This design comes from an exercise in tuning for small area, a short achievable clock period and few clock cycles on the open sky130 flow, not from production work.
At most, simulation tests tie the RTL to the original design; equivalence was not proved.
Power is estimated from default activity; no workload was simulated.

## dcache_top
module dcache_top #(
	parameter int NUM_WAYS     = 2,
	parameter int INDEX_WIDTH  = 2,
	parameter int OFFSET_WIDTH = 2
) (
	input  logic                             clk,
	input  logic                             rst,
	input  logic [cache_pkg::ADDR_WIDTH-1:0] cpu_addr,
	input  cache_pkg::byte_en_t              cpu_byte_en,
	input  logic                             cpu_read,
	input  logic                             cpu_write,
	input  cache_pkg::word_t                 cpu_wr_data,
	output cache_pkg::word_t                 cpu_rd_data,
	output logic                             cpu_stall,
	output logic [cache_pkg::ADDR_WIDTH-1:0] mem_addr,
	output logic                             mem_addr_valid,
	output logic                             mem_we,
	output cache_pkg::word_t                 mem_wr_data,
	output logic                             mem_wr_valid,
	output logic                             mem_wr_last,
	input  logic                             mem_addr_ready,
	input  logic                             mem_rd_valid,
	input  cache_pkg::word_t                 mem_rd_data,
	input  logic                             mem_wr_ready,
	input  logic                             mem_wr_done
);
	localparam int TW = 26;    
	logic          valid [2][4];
	logic          dirty [2][4];
	logic [TW-1:0] tag   [2][4];
	logic [31:0]   data  [2][4][4];
	logic          rr;
	logic       stall_q;         
	logic       req_missed;      
	logic       req_rf_started;  
	logic       start_q;         
	logic       miss_way;        
	logic       wr_q;            
	logic       wr_way_q;
	logic       av_q;            
	logic       wb_active;       
	logic [1:0] wb_ld;           
	logic       wv_q;            
	logic       wl_q;            
	logic       rf_busy;         
	logic [1:0] rf_beat;
  ...
==> flow/config.mk <==
export PLATFORM = sky130hd
export DESIGN_NAME = dcache_top
export DESIGN_NICKNAME = dcache_top
export VERILOG_FILES = /design/flow/design.v
export SDC_FILE = /design/flow/constraint.sdc
export NUM_CORES = 4
export LEC_CHECK = 0
export CAP_MARGIN = 20
export CORE_MARGIN = 2
export CORE_UTILIZATION = 55
export CTS_BUF_LIST = sky130_fd_sc_hd__clkbuf_8
export PLACE_DENSITY = 0.7
export SETUP_SLACK_MARGIN = 3.75
export SLEW_MARGIN = 20
==> flow/constraint.sdc <==
create_clock -name core_clock -period 6.5 [get_ports {clk}]
set_input_delay 1.3000 -clock core_clock [delete_from_list [all_inputs] [get_ports {clk}]]
set_output_delay 1.3000 -clock core_clock [all_outputs]
set_load 0.01 [all_outputs]
run.sh (not shown) runs the stock make flow with config.mk's settings and CLKGATE_MAP_FILE= SYNTH_SCRIPT=/design/flow/synth_recipe.tcl, a recipe that flattens the netlist after the stock synthesis.
Testbench counts at the start, summed over its fixed seeds: cycles 227,314.
Next try:
Settings changed: CTS_CLUSTER_DIAMETER set to 60, CTS_CLUSTER_SIZE set to 20, SETUP_SLACK_MARGIN 3.75 to 3.6.
After rerunning: The new run went through all stages and came out clean. Cell count decreases by 4.9%. Via count decreases by 2.5%. First-iteration DRC count increases by about 5%.
Next try:
Settings changed: CTS_CLUSTER_DIAMETER 60 to not set, CTS_CLUSTER_SIZE 20 to not set, SETUP_SLACK_MARGIN 3.6 to 3.45.
Result:
- maximum frequency went down by 4.5%
- utilization went down by 0.28 points
- flip-flop and latch count is unchanged
- final area went down by 0.44%
- setup slack gets worse by 0.14 ns
- wire length went down by 1.7%
- clock skew stays flat


job 101:
dcache_top, a different RTL version from the one above (not shown whole).
Size: ~3800 cells after synthesis, roughly 1300 flip-flops, roughly 210 I/O pins.
Settings: LEC_CHECK=0, CAP_MARGIN=20, CORE_MARGIN=2, CORE_UTILIZATION=55, PLACE_DENSITY=0.7, SETUP_SLACK_MARGIN=4.1, SLEW_MARGIN=20, TNS_END_PERCENT=5; clock period 6.5 ns.
--- input diff job 101..job 102 ---
# job 101
export LEC_CHECK = 0
export CAP_MARGIN = 20
export CORE_MARGIN = 2
export CORE_UTILIZATION = 55
export PLACE_DENSITY = 0.7
export SETUP_SLACK_MARGIN = 4.1
export SLEW_MARGIN = 20
export TNS_END_PERCENT = 5
create_clock -name core_clock -period 6.5 [get_ports {clk}]
# job 102
export LEC_CHECK = 0
export CAP_MARGIN = 20
export CORE_MARGIN = 2
export CORE_UTILIZATION = 55
export PLACE_DENSITY = 0.7
export SETUP_SLACK_MARGIN = 3.9
export SLEW_MARGIN = 20
create_clock -name core_clock -period 6.5 [get_ports {clk}]
[summary]
Job 102 vs job 101, endpoint of the most critical setup path: out_q[4] vs out_q[15]. Between job 101 and job 102, the proportion of register bits with asynchronous set or reset after synthesis does not differ in any meaningful way. In job 102, via count is lower than in job 101. Job 102 improves on job 101 in overall power consumption.
For job 103, these inputs were changed with respect to job 102:
# job 102
export LEC_CHECK = 0
export CAP_MARGIN = 20
export CORE_MARGIN = 2
export CORE_UTILIZATION = 55
export PLACE_DENSITY = 0.7
export SETUP_SLACK_MARGIN = 3.9
export SLEW_MARGIN = 20
create_clock -name core_clock -period 6.5 [get_ports {clk}]
# job 103
export LEC_CHECK = 0
export CAP_MARGIN = 20
export CORE_MARGIN = 2
export CORE_UTILIZATION = 55
export CTS_CLUSTER_DIAMETER = 60
export CTS_CLUSTER_SIZE = 20
export PLACE_DENSITY = 0.7
export SETUP_SLACK_MARGIN = 3.9
export SLEW_MARGIN = 20
export TNS_END_PERCENT = 5
create_clock -name core_clock -period 6.5 [get_ports {clk}]
==> run notes <==
- In summary, job 103 completed successfully, with a layout that passed the timing, DRC and antenna checks.
- Job 103 against job 102; wire length is down by a few percent.
- Against job 102 as the reference, job 103 delivers a lower number of cells traversed by the worst register-to-register path.
- Lower layout inverter count without the clock tree was reported by job 103, not job 102.
- Job 102 → job 103: number of H-tree levels has decreased; static leakage has decreased.
- As of job 103, number of global-route vias before repair had fallen slightly compared to job 102.
- Job 102 ended up with more cell instances than job 103 did.
No run of this note included a check of the RTL's function; only the layout flow was run.


## red
The RTL this note starts from:
==> flow/design.v <==
`timescale 1ns/1ps
package cache_pkg;
	localparam int ADDR_WIDTH = 32;                  
	localparam int DATA_WIDTH = 32;
	localparam int BYTE_SEL_WIDTH = $clog2(DATA_WIDTH / 8);
	localparam int TAG_MAX = 28;
	localparam int META_WIDTH = TAG_MAX + 2;
	typedef logic [DATA_WIDTH-1:0] word_t;
	typedef logic [DATA_WIDTH/8-1:0] byte_en_t;
	typedef struct packed {
		logic               valid;
		logic               dirty;
		logic [TAG_MAX-1:0] tag;
	} line_meta_t;
endpackage
`timescale 1ns/1ps
package mem_bus_pkg;
	localparam logic BUS_READ  = 1'b0;    
	localparam logic BUS_WRITE = 1'b1;    
	typedef enum logic [2:0] {
		IDLE      = 3'd0,    
		WB_BURST  = 3'd1,    
		WB_DONE   = 3'd2,    
		RF_BURST  = 3'd3,    
		RF_FINISH = 3'd4     
	} miss_state_t;
endpackage
`timescale 1ns/1ps
`timescale 1ns/1ps
`timescale 1ns/1ps
`timescale 1ns/1ps
module dcache_top #(
	parameter int NUM_WAYS     = 2,
	parameter int INDEX_WIDTH  = 2,
	parameter int OFFSET_WIDTH = 2
) (
	input  logic                             clk,
	input  logic                             rst,
	input  logic [cache_pkg::ADDR_WIDTH-1:0] cpu_addr,
	input  cache_pkg::byte_en_t              cpu_byte_en,
	input  logic                             cpu_read,
	input  logic                             cpu_write,
	input  cache_pkg::word_t                 cpu_wr_data,
	output cache_pkg::word_t                 cpu_rd_data,
	output logic                             cpu_stall,
	output logic [cache_pkg::ADDR_WIDTH-1:0] mem_addr,
	output logic                             mem_addr_valid,
	output logic                             mem_we,
	output cache_pkg::word_t                 mem_wr_data,
	output logic                             mem_wr_valid,
	output logic                             mem_wr_last,
	input  logic                             mem_addr_ready,
	input  logic                             mem_rd_valid,
	input  cache_pkg::word_t                 mem_rd_data,
	input  logic                             mem_wr_ready,
	input  logic                             mem_wr_done
);
	localparam int TW = 26;    
	logic          valid [2][4];
	logic          dirty [2][4];
	logic [TW-1:0] tag   [2][4];
	logic [31:0]   data  [2][4][4];
	logic          rr;
	logic       stall_q;         
	logic       req_missed;      
	logic       req_rf_started;  
	logic       start_q;         
	logic       miss_way;        
	logic       wr_q;            
	logic       wr_way_q;
	logic       av_q;            
	logic       wb_active;       
	logic       wb_way;
	logic [1:0] wb_ld;           
	logic       wv_q;            
	logic       wl_q;            
	logic       rf_busy;         
	logic [1:0] rf_beat;
	logic [1:0] rf_set;
	logic       rf_way;
	logic [31:0] out_q;
	logic [27:0] ma_q;
	logic        we_q;
	assign cpu_stall      = stall_q;
	assign cpu_rd_data    = out_q;
	assign mem_addr       = {ma_q, 4'b0000};
	assign mem_addr_valid = av_q;
	assign mem_we         = we_q;
	assign mem_wr_data    = out_q;
	assign mem_wr_valid   = wv_q;
	assign mem_wr_last    = wl_q;
	logic [1:0]    cset, coff;
	logic [TW-1:0] ctag;
	logic          req, look;
	logic          hit0, hit1, hit, hw;
	logic          v;              
	logic          wbneed;
	assign cset = cpu_addr[5:4];
	assign coff = cpu_addr[3:2];
	assign ctag = cpu_addr[31:6];
	assign req  = cpu_read | cpu_write;
	assign look = req & stall_q;
	logic [3:0] m0, m1;
	always_comb begin
		for (int s = 0; s < 4; s++) begin
			m0[s] = valid[0][s] & (tag[0][s] == ctag);
			m1[s] = valid[1][s] & (tag[1][s] == ctag);
		end
	end
	assign hit0 = m0[cset];
	assign hit1 = m1[cset];
	assign hit  = hit0 | hit1;
	assign hw   = !hit0;
	logic [3:0]    vs, wbn;
	logic [TW-1:0] vtag [4];
	always_comb begin
		for (int s = 0; s < 4; s++) begin
			vs[s]   = !valid[0][s] ? 1'b0 : !valid[1][s] ? 1'b1 : rr;
			wbn[s]  = valid[vs[s]][s] & dirty[vs[s]][s];
			vtag[s] = tag[vs[s]][s];
		end
	end
	assign v      = vs[cset];
	assign wbneed = wbn[cset];
	logic [1:0]  rsel_off;
	logic [31:0] rword0, rword1;
	assign rsel_off = wb_active ? wb_ld : coff;
	assign rword0   = data[0][cset][rsel_off];
	assign rword1   = data[1][cset][rsel_off];
	logic myword_q;      
	logic rf_mine;       
	logic on_rf;         
	logic avail;
	logic res_rd, res_wr, res_arr, resolve, start_miss, can_start;
	logic merge;
	assign rf_mine = myword_q & mem_rd_valid;
	assign on_rf   = rf_busy & (rf_set == cset) & (rf_way == hw);
	assign avail   = !on_rf | (coff < rf_beat);
	assign res_rd  = cpu_read & hit & avail;
	assign res_wr  = cpu_write & hit & !rf_busy;
	assign res_arr = rf_mine;
	assign resolve = look & (req_missed ? res_arr : (res_rd | res_wr));
	assign can_start  = !av_q & !wb_active;
	assign start_miss = look & !req_missed & !hit & can_start;
	assign merge      = cpu_write & rf_mine;
	logic take_a, take_w, rf_take, rf_we;
	assign take_a  = av_q & mem_addr_ready;
	assign take_w  = wv_q & mem_wr_ready;
	assign rf_take = take_a & !we_q;
	assign rf_we   = rf_busy & mem_rd_valid;
	always_ff @(posedge clk or negedge rst) begin
		if (!rst) begin
			stall_q        <= 1'b1;
			req_missed     <= 1'b0;
			req_rf_started <= 1'b0;
			start_q        <= 1'b0;
			wr_q           <= 1'b0;
			av_q           <= 1'b0;
			wb_active      <= 1'b0;
			wv_q           <= 1'b0;
			wl_q           <= 1'b0;
			rf_busy        <= 1'b0;
			rf_beat        <= 2'd0;
			rr             <= 1'b0;
			myword_q       <= 1'b0;
		end else begin
			myword_q <= ((req_rf_started && !rf_mine) || rf_take) &&
			            (rf_take || (rf_busy && !(rf_we && rf_beat == 2'd3))) &&
			            ((rf_take ? 2'd0 : rf_we ? rf_beat + 2'd1 : rf_beat) == coff);
			stall_q <= stall_q ? !resolve : 1'b1;
			wr_q    <= look & !req_missed & res_wr;
			start_q <= start_miss;
			if (start_q)
				rr <= !rr;
			if (resolve) begin
				req_missed     <= 1'b0;
				req_rf_started <= 1'b0;
			end else begin
				if (start_miss)
					req_missed <= 1'b1;
				if (rf_take)
					req_rf_started <= 1'b1;
			end
			if (start_miss)
				av_q <= 1'b1;
			else if (take_w && wl_q)
				av_q <= 1'b1;                
			else if (take_a)
				av_q <= 1'b0;
			if (start_miss && wbneed) begin
				wb_active <= 1'b1;
				wb_ld     <= 2'd0;
				wv_q      <= 1'b0;
			end else if (wb_active) begin
				if (take_a && we_q) begin
					wv_q  <= 1'b1;               
					wl_q  <= 1'b0;
					wb_ld <= 2'd1;
				end else if (take_w) begin
					if (wl_q) begin
						wb_active <= 1'b0;
						wv_q      <= 1'b0;
						wl_q      <= 1'b0;
					end else begin
						wl_q  <= (wb_ld == 2'd3);
						wb_ld <= wb_ld + 2'd1;
					end
				end
			end
			if (rf_take) begin
				rf_busy <= 1'b1;
				rf_beat <= 2'd0;
			end else if (rf_we) begin
				rf_beat <= rf_beat + 2'd1;
				if (rf_beat == 2'd3)
					rf_busy <= 1'b0;
			end
		end
	end
	always_ff @(posedge clk) begin
		if (!(wb_active && wv_q && !take_w))    
			out_q <= rf_mine ? mem_rd_data :
			         (wb_active ? wb_way : hw) ? rword1 : rword0;
		wr_way_q <= hw;
		if (start_miss) begin
			miss_way <= v;
			wb_way   <= v;
		end
		if (rf_take) begin
			rf_set <= cset;
			rf_way <= miss_way;
		end
		if (!av_q && !wb_active) begin
			ma_q <= wbneed ? {vtag[cset], cset} : cpu_addr[31:4];
			we_q <= wbneed;
		end else if (take_w && wl_q) begin
			ma_q <= cpu_addr[31:4];
			we_q <= 1'b0;
		end
	end
	always_ff @(posedge clk or negedge rst) begin
		if (!rst) begin
			for (int w = 0; w < 2; w++)
				for (int s = 0; s < 4; s++) begin
					valid[w][s] <= 1'b0;
					dirty[w][s] <= 1'b0;
				end
		end else begin
			for (int w = 0; w < 2; w++)
				for (int s = 0; s < 4; s++) begin
					if (start_q && miss_way == w[0] && cset == s[1:0]) begin
						valid[w][s] <= 1'b1;
						dirty[w][s] <= 1'b0;
					end
					if (wr_q && wr_way_q == w[0] && cset == s[1:0])
						dirty[w][s] <= 1'b1;
					if (merge && rf_way == w[0] && rf_set == s[1:0])
						dirty[w][s] <= 1'b1;
				end
		end
	end
	always_ff @(posedge clk) begin
		for (int w = 0; w < 2; w++)
			for (int s = 0; s < 4; s++)
				if (start_q && miss_way == w[0] && cset == s[1:0])
					tag[w][s] <= ctag;
	end
	logic [31:0] wdata;
	always_comb begin
		for (int b = 0; b < 4; b++)
			wdata[8*b +: 8] = (!rf_we || (merge && cpu_byte_en[b])) ?
				cpu_wr_data[8*b +: 8] : mem_rd_data[8*b +: 8];
	end
	always_ff @(posedge clk) begin
		for (int w = 0; w < 2; w++)
			for (int s = 0; s < 4; s++)
				for (int o = 0; o < 4; o++)
					for (int b = 0; b < 4; b++)
						if ((rf_we && rf_way == w[0] && rf_set == s[1:0] && rf_beat == o[1:0]) ||
							(wr_q && wr_way_q == w[0] && cset == s[1:0] && coff == o[1:0] &&
							 cpu_byte_en[b]))
							data[w][s][o][8*b +: 8] <= wdata[8*b +: 8];
	end
endmodule
Settings: LEC_CHECK=0, CAP_MARGIN=20, CORE_MARGIN=2, CORE_UTILIZATION=40, CTS_CLUSTER_DIAMETER=60, CTS_CLUSTER_SIZE=20, PLACE_DENSITY=0.6, SETUP_SLACK_MARGIN=3.65, SLEW_MARGIN=20; clock period 6.5 ns.
red ran to completion and came out clean on the timing, DRC and antenna checks.
#### Input delta (blue over red)
- setting ABC_CLOCK_PERIOD_IN_PS to 2000 for the first time
- removing CTS_CLUSTER_DIAMETER (formerly 60)
- removing CTS_CLUSTER_SIZE (formerly 20)
==> comparison <==
Final-report max-slew violation count came out exactly the same in red and blue. Compared with red, blue degrades power. On minimum setup slack after placement, red and blue are basically level. Re worst-case clock buffer depth: no difference whatsoever between red and blue. Looking at capture point of the worst path, the out_q[2] result is from blue; the wb_ld[0] one comes from red. blue vs. red: combinational cell fraction of total power saw a decrease, final wirelength saw an increase, leakage component of the power saw an increase.
No run of this note included a check of the RTL's function; only the layout flow was run.


## the previous run
Another version of the RTL of dcache_top (not shown whole).
Size in the first run: about 210 I/O pins, ~54000 um^2 of cells after synthesis.
// dcache_top
module dcache_top #(
	parameter int NUM_WAYS     = 2,
	parameter int INDEX_WIDTH  = 2,
	parameter int OFFSET_WIDTH = 2
) (
	input  logic                             clk,
	input  logic                             rst,
	input  logic [cache_pkg::ADDR_WIDTH-1:0] cpu_addr,
	input  cache_pkg::byte_en_t              cpu_byte_en,
	input  logic                             cpu_read,
	input  logic                             cpu_write,
	input  cache_pkg::word_t                 cpu_wr_data,
	output cache_pkg::word_t                 cpu_rd_data,
	output logic                             cpu_stall,
	output logic [cache_pkg::ADDR_WIDTH-1:0] mem_addr,
	output logic                             mem_addr_valid,
	output logic                             mem_we,
	output cache_pkg::word_t                 mem_wr_data,
	output logic                             mem_wr_valid,
	output logic                             mem_wr_last,
	input  logic                             mem_addr_ready,
	input  logic                             mem_rd_valid,
	input  cache_pkg::word_t                 mem_rd_data,
	input  logic                             mem_wr_ready,
	input  logic                             mem_wr_done
);
	localparam int TW = 26;    
	logic          valid [2][4];
	logic          dirty [2][4];
	logic [TW-1:0] tag   [2][4];
	logic [31:0]   data  [2][4][4];
	logic          rr;
	logic       stall_q;         
	logic       req_missed;      
	logic       req_rf_started;  
	logic       start_q;         
	logic       miss_way;        
	logic       wr_q;            
	logic       wr_way_q;
	logic       av_q;            
	logic       wb_active;       
  ...
clock: 6.5 ns
lec_check: 0
cap_margin: 20
core_margin: 2
core_utilization: 55
place_density: 0.7
setup_slack_margin: 3.9
slew_margin: 20
tns_end_percent: 5
Testbench counts of the previous run, summed over its fixed seeds: cycles 227,314.
What the current run does differently from the previous run at the input level:
Settings: changing SETUP_SLACK_MARGIN from 3.9 to 3.7.
The previous run has higher global-route usage than the current run.
The run with more setup slack is the previous run; the current run has less.
Going from the previous run to the current run, the final non-filler cell total was found to have gone down by 0.74%.

port drivers added, routing unchanged:
Ports are ideal in the flow. The routed layouts listed here were re-timed in OpenROAD. Step 1: set_driving_cell puts a clkbuf_16 on clk and a buf_2 on each other input, an assumption about the parent block. Step 2 adds t to the input delays and takes it off the output delays; t is the mean of the earliest and latest rising clock arrival at the registers after step 1. Input paths then give back, and output paths get back, about the clock's delay inside the block. a / b / c = ideal ports / drivers / drivers and shift; a / b = the first two.
run | t (ns) | setup slack, ns | hold WS [ns] | worst setup path at the end
the first run of note 1 | 0.966 | 3.553 / 3.447 / 2.481 | 0.495 / 0.460 / 0.495 | input to register
the second run of note 1 | 0.885 | 3.486 / 3.380 / 2.495 | 0.496 / 0.496 / 0.496 | input to register
the third run of note 1 | 0.970 | 3.343 / 3.360 / 2.391 | 0.498 / 0.450 / 0.498 | input to register
job 101 | 0.834 | 3.215 / 3.093 / 2.259 | 0.490 / 0.490 / 0.490 | input to register
job 102 | 0.827 | 3.313 / 3.266 / 2.439 | 0.508 / 0.508 / 0.508 | input to register
job 103 | 0.792 | 3.316 / 3.161 / 2.369 | 0.498 / 0.498 / 0.498 | input to register
red | 0.832 | 3.241 / 3.156 / 2.324 | 0.502 / 0.502 / 0.502 | input to register
blue | 0.863 | 3.264 / 3.199 / 2.336 | 0.503 / 0.503 / 0.503 | input to register
the previous run | 0.825 | 3.382 / 3.376 / 2.551 | 0.519 / 0.519 / 0.519 | input to register
the current run | 0.833 | 3.223 / 3.235 / 2.402 | 0.496 / 0.496 / 0.496 | input to register
After both steps setup and hold are still met in every run listed. The setup slack of the first run of note 1, which loses most, moves by -0.106 ns with the drivers and by -1.072 ns with both steps.
